Background: an optimization exercise with open tools, aiming at small area and a short achievable clock period. Do not read the settings as production practice.
Function was checked by simulation only, so behaviour that the tests miss may differ from the original.

11-22:
==> module aluAccept, before the edit <==
module aluAccept (
    input  logic                            awvalid,
    input  logic                            wvalid,
    input  logic [aluBusPkg::ADDR_W-1:0]    awaddr,
    input  logic                            bvalid,
    input  logic                            bready,
    input  logic                            full,
    output logic                            accept
);
    assign accept = awvalid && wvalid && (!bvalid || bready) &&
                    !((awaddr == aluBusPkg::REG_CMD) && full);
endmodule
==> module aluDispatch, before the edit <==
module aluDispatch (
    input  logic                            clk,
    input  logic                            rstN,
    input  logic                            awvalid,
    output logic                            awready,
    input  logic [aluBusPkg::ADDR_W-1:0]    awaddr,
    input  logic                            wvalid,
    output logic                            wready,
    input  logic [aluPkg::DATA_W-1:0]       wdata,
    output logic                            bvalid,
    input  logic                            bready,
    output logic [aluBusPkg::RESP_W-1:0]    bresp,
    input  logic                            full,
    output logic                            issue,       
    output logic [4:0]                      issueOp,     
    output logic [aluPkg::DATA_W-1:0]       issueA,
    output logic [aluPkg::DATA_W-1:0]       issueB
);
    logic isCmd;
    logic isA;
    logic isB;
    logic cmdLegal;
    logic accept;
    logic errResp;
    logic [5:0] op;
    assign op    = wdata[5:0];
    assign isCmd = (awaddr == aluBusPkg::REG_CMD);
    assign isA   = (awaddr == aluBusPkg::REG_OPA);
    assign isB   = (awaddr == aluBusPkg::REG_OPB);
    always_comb
    begin
        case (op)
            6'h00, 6'h02, 6'h03, 6'h04, 6'h06, 6'h07, 6'h0a, 6'h0b, 6'h1c, 6'h1d,
            6'h20, 6'h21, 6'h22, 6'h23, 6'h24, 6'h25, 6'h26, 6'h27, 6'h2a, 6'h2b:
                cmdLegal = 1'b1;
            default:
                cmdLegal = 1'b0;
        endcase
    end
    aluAccept accept_i (
        .awvalid    (awvalid),
        .wvalid     (wvalid),
        .awaddr     (awaddr),
        .bvalid     (bvalid),
        .bready     (bready),
        .full       (full),
        .accept     (accept)
    );
    assign awready = accept;
    assign wready  = accept;
    assign issue   = accept && isCmd && cmdLegal;
    assign errResp = !(isA || isB || (isCmd && cmdLegal));
    always_ff @(posedge clk or negedge rstN)
    begin
        if (!rstN)
            bvalid <= 1'b0;
        else if (accept)
            bvalid <= 1'b1;
        else if (bready)
            bvalid <= 1'b0;
    end
    assign bresp[0] = 1'b0;
    always_ff @(posedge clk)
    begin
        issueOp <= {op[5], op[3:0]};     
        if (accept)
        begin
            bresp[1] <= errResp;
            if (isA)
                issueA <= wdata;
            if (isB)
                issueB <= wdata;
        end
    end
endmodule
export LEC_CHECK = 0
export CAP_MARGIN = 20
export CORE_MARGIN = 2
export CORE_UTILIZATION = 40
export CTS_BUF_LIST = sky130_fd_sc_hd__clkbuf_8
export CTS_CLUSTER_DIAMETER = 300
export CTS_CLUSTER_SIZE = 16
export SLEW_MARGIN = 20
export SYNTH_HIERARCHICAL = 1
create_clock -name core_clock -period 26.0 [get_ports {clk}]
standard.sh (not shown) runs the stock make flow with config.mk's settings and CLKGATE_MAP_FILE= SYNTH_SCRIPT=/design/flow/synth_recipe.tcl, a recipe that flattens the netlist after the stock synthesis.
==> flow/flow/run.sh <==
#!/bin/bash
# The standard layout, with plain buffers on the ports instead of the
# delay buffers buffer_ports picks on its own, repair aiming for slack well
# beyond the clock target, and no dummy clock loads. Tool output goes to
# make.log here and to orfs/logs.
set -euo pipefail
bash standard.sh \
  "BUFFER_PORTS_ARGS=-buffer_cell sky130_fd_sc_hd__buf_1" \
  SETUP_SLACK_MARGIN=15 \
  "CTS_ARGS=-sink_clustering_enable -repair_clock_nets -sink_clustering_size 16 -sink_clustering_max_diameter 300 -buf_list sky130_fd_sc_hd__clkbuf_8 -dont_use_dummy_load" \
  finish > make.log 2>&1
The following lists how 08-11 was set up differently from 11-22:
--- a/flow/design.v
+++ b/flow/design.v
@@ -189,24 +189,12 @@
         res[0]   = res[0] | (selLt && lt);
     end
 endmodule
 `default_nettype wire
 `timescale 1ns/1ps
 `default_nettype none
-module aluAccept (
-    input  logic                            awvalid,
-    input  logic                            wvalid,
-    input  logic [aluBusPkg::ADDR_W-1:0]    awaddr,
-    input  logic                            bvalid,
-    input  logic                            bready,
-    input  logic                            full,
-    output logic                            accept
-);
-    assign accept = awvalid && wvalid && (!bvalid || bready) &&
-                    !((awaddr == aluBusPkg::REG_CMD) && full);
-endmodule
 module aluDispatch (
     input  logic                            clk,
     input  logic                            rstN,
     input  logic                            awvalid,
     output logic                            awready,
     input  logic [aluBusPkg::ADDR_W-1:0]    awaddr,
@@ -240,21 +228,13 @@
             6'h20, 6'h21, 6'h22, 6'h23, 6'h24, 6'h25, 6'h26, 6'h27, 6'h2a, 6'h2b:
                 cmdLegal = 1'b1;
             default:
                 cmdLegal = 1'b0;
         endcase
     end
-    aluAccept accept_i (
-        .awvalid    (awvalid),
-        .wvalid     (wvalid),
-        .awaddr     (awaddr),
-        .bvalid     (bvalid),
-        .bready     (bready),
-        .full       (full),
-        .accept     (accept)
-    );
+    assign accept  = awvalid && wvalid && (!bvalid || bready) && !(isCmd && full);
     assign awready = accept;
     assign wready  = accept;
     assign issue   = accept && isCmd && cmdLegal;
     assign errResp = !(isA || isB || (isCmd && cmdLegal));
     always_ff @(posedge clk or negedge rstN)
     begin
Results
- 08-11 against 11-22: final layout net count lost about 0.5%, met1 layer wirelength in the final routing lost 3.4%, wire length on met3 picked up an extra about 2.2%, total wire length after detailed routing lost about 2.3%.
- Comparing 11-22 with 08-11, the die outline area came out essentially unchanged.
- ~same total via count after detailed routing in 11-22 and 08-11
- Sequential share of layout area of 11-22 is on par with 08-11.
- 08-11 vs 11-22 on highest achievable clock rate: 08-11 is the lower one.
- Looking at worst setup slack, 08-11 sits below 11-22.
- Of 11-22 and 08-11, 11-22 shows the higher largest net degree at the start of global routing, with 08-11 below it.

-- port drivers added, routing unchanged --
Ports are ideal in the flow. The routed layouts listed here were re-timed in OpenROAD. Step 1 assumes that a clkbuf_16 drives the clock port and a buf_2 every other input. Step 2 also shifts input and output timing later by t, the mid clock arrival at the registers, as if the neighbouring blocks saw the same clock. Three values: no drivers, after step 1, after step 2; two values: the first two.
| run | shift t [ns] | slack for setup (ns) | hold slack, ns | worst register clock-pin slew, ns |
|---|---|---|---|---|
| 11-22 | 0.617 | 14.828 / 14.786 / 14.786 | 0.365 / 0.365 / 0.365 | 0.10 / 0.10 |
| 08-11 | 0.632 | 14.727 / 14.696 / 14.696 | 0.357 / 0.357 / 0.357 | 0.12 / 0.12 |
After both steps setup and hold are still met in every run listed. For 11-22, which loses most, drivers alone change the setup slack by -0.042 ns; drivers and shift together by -0.042 ns.
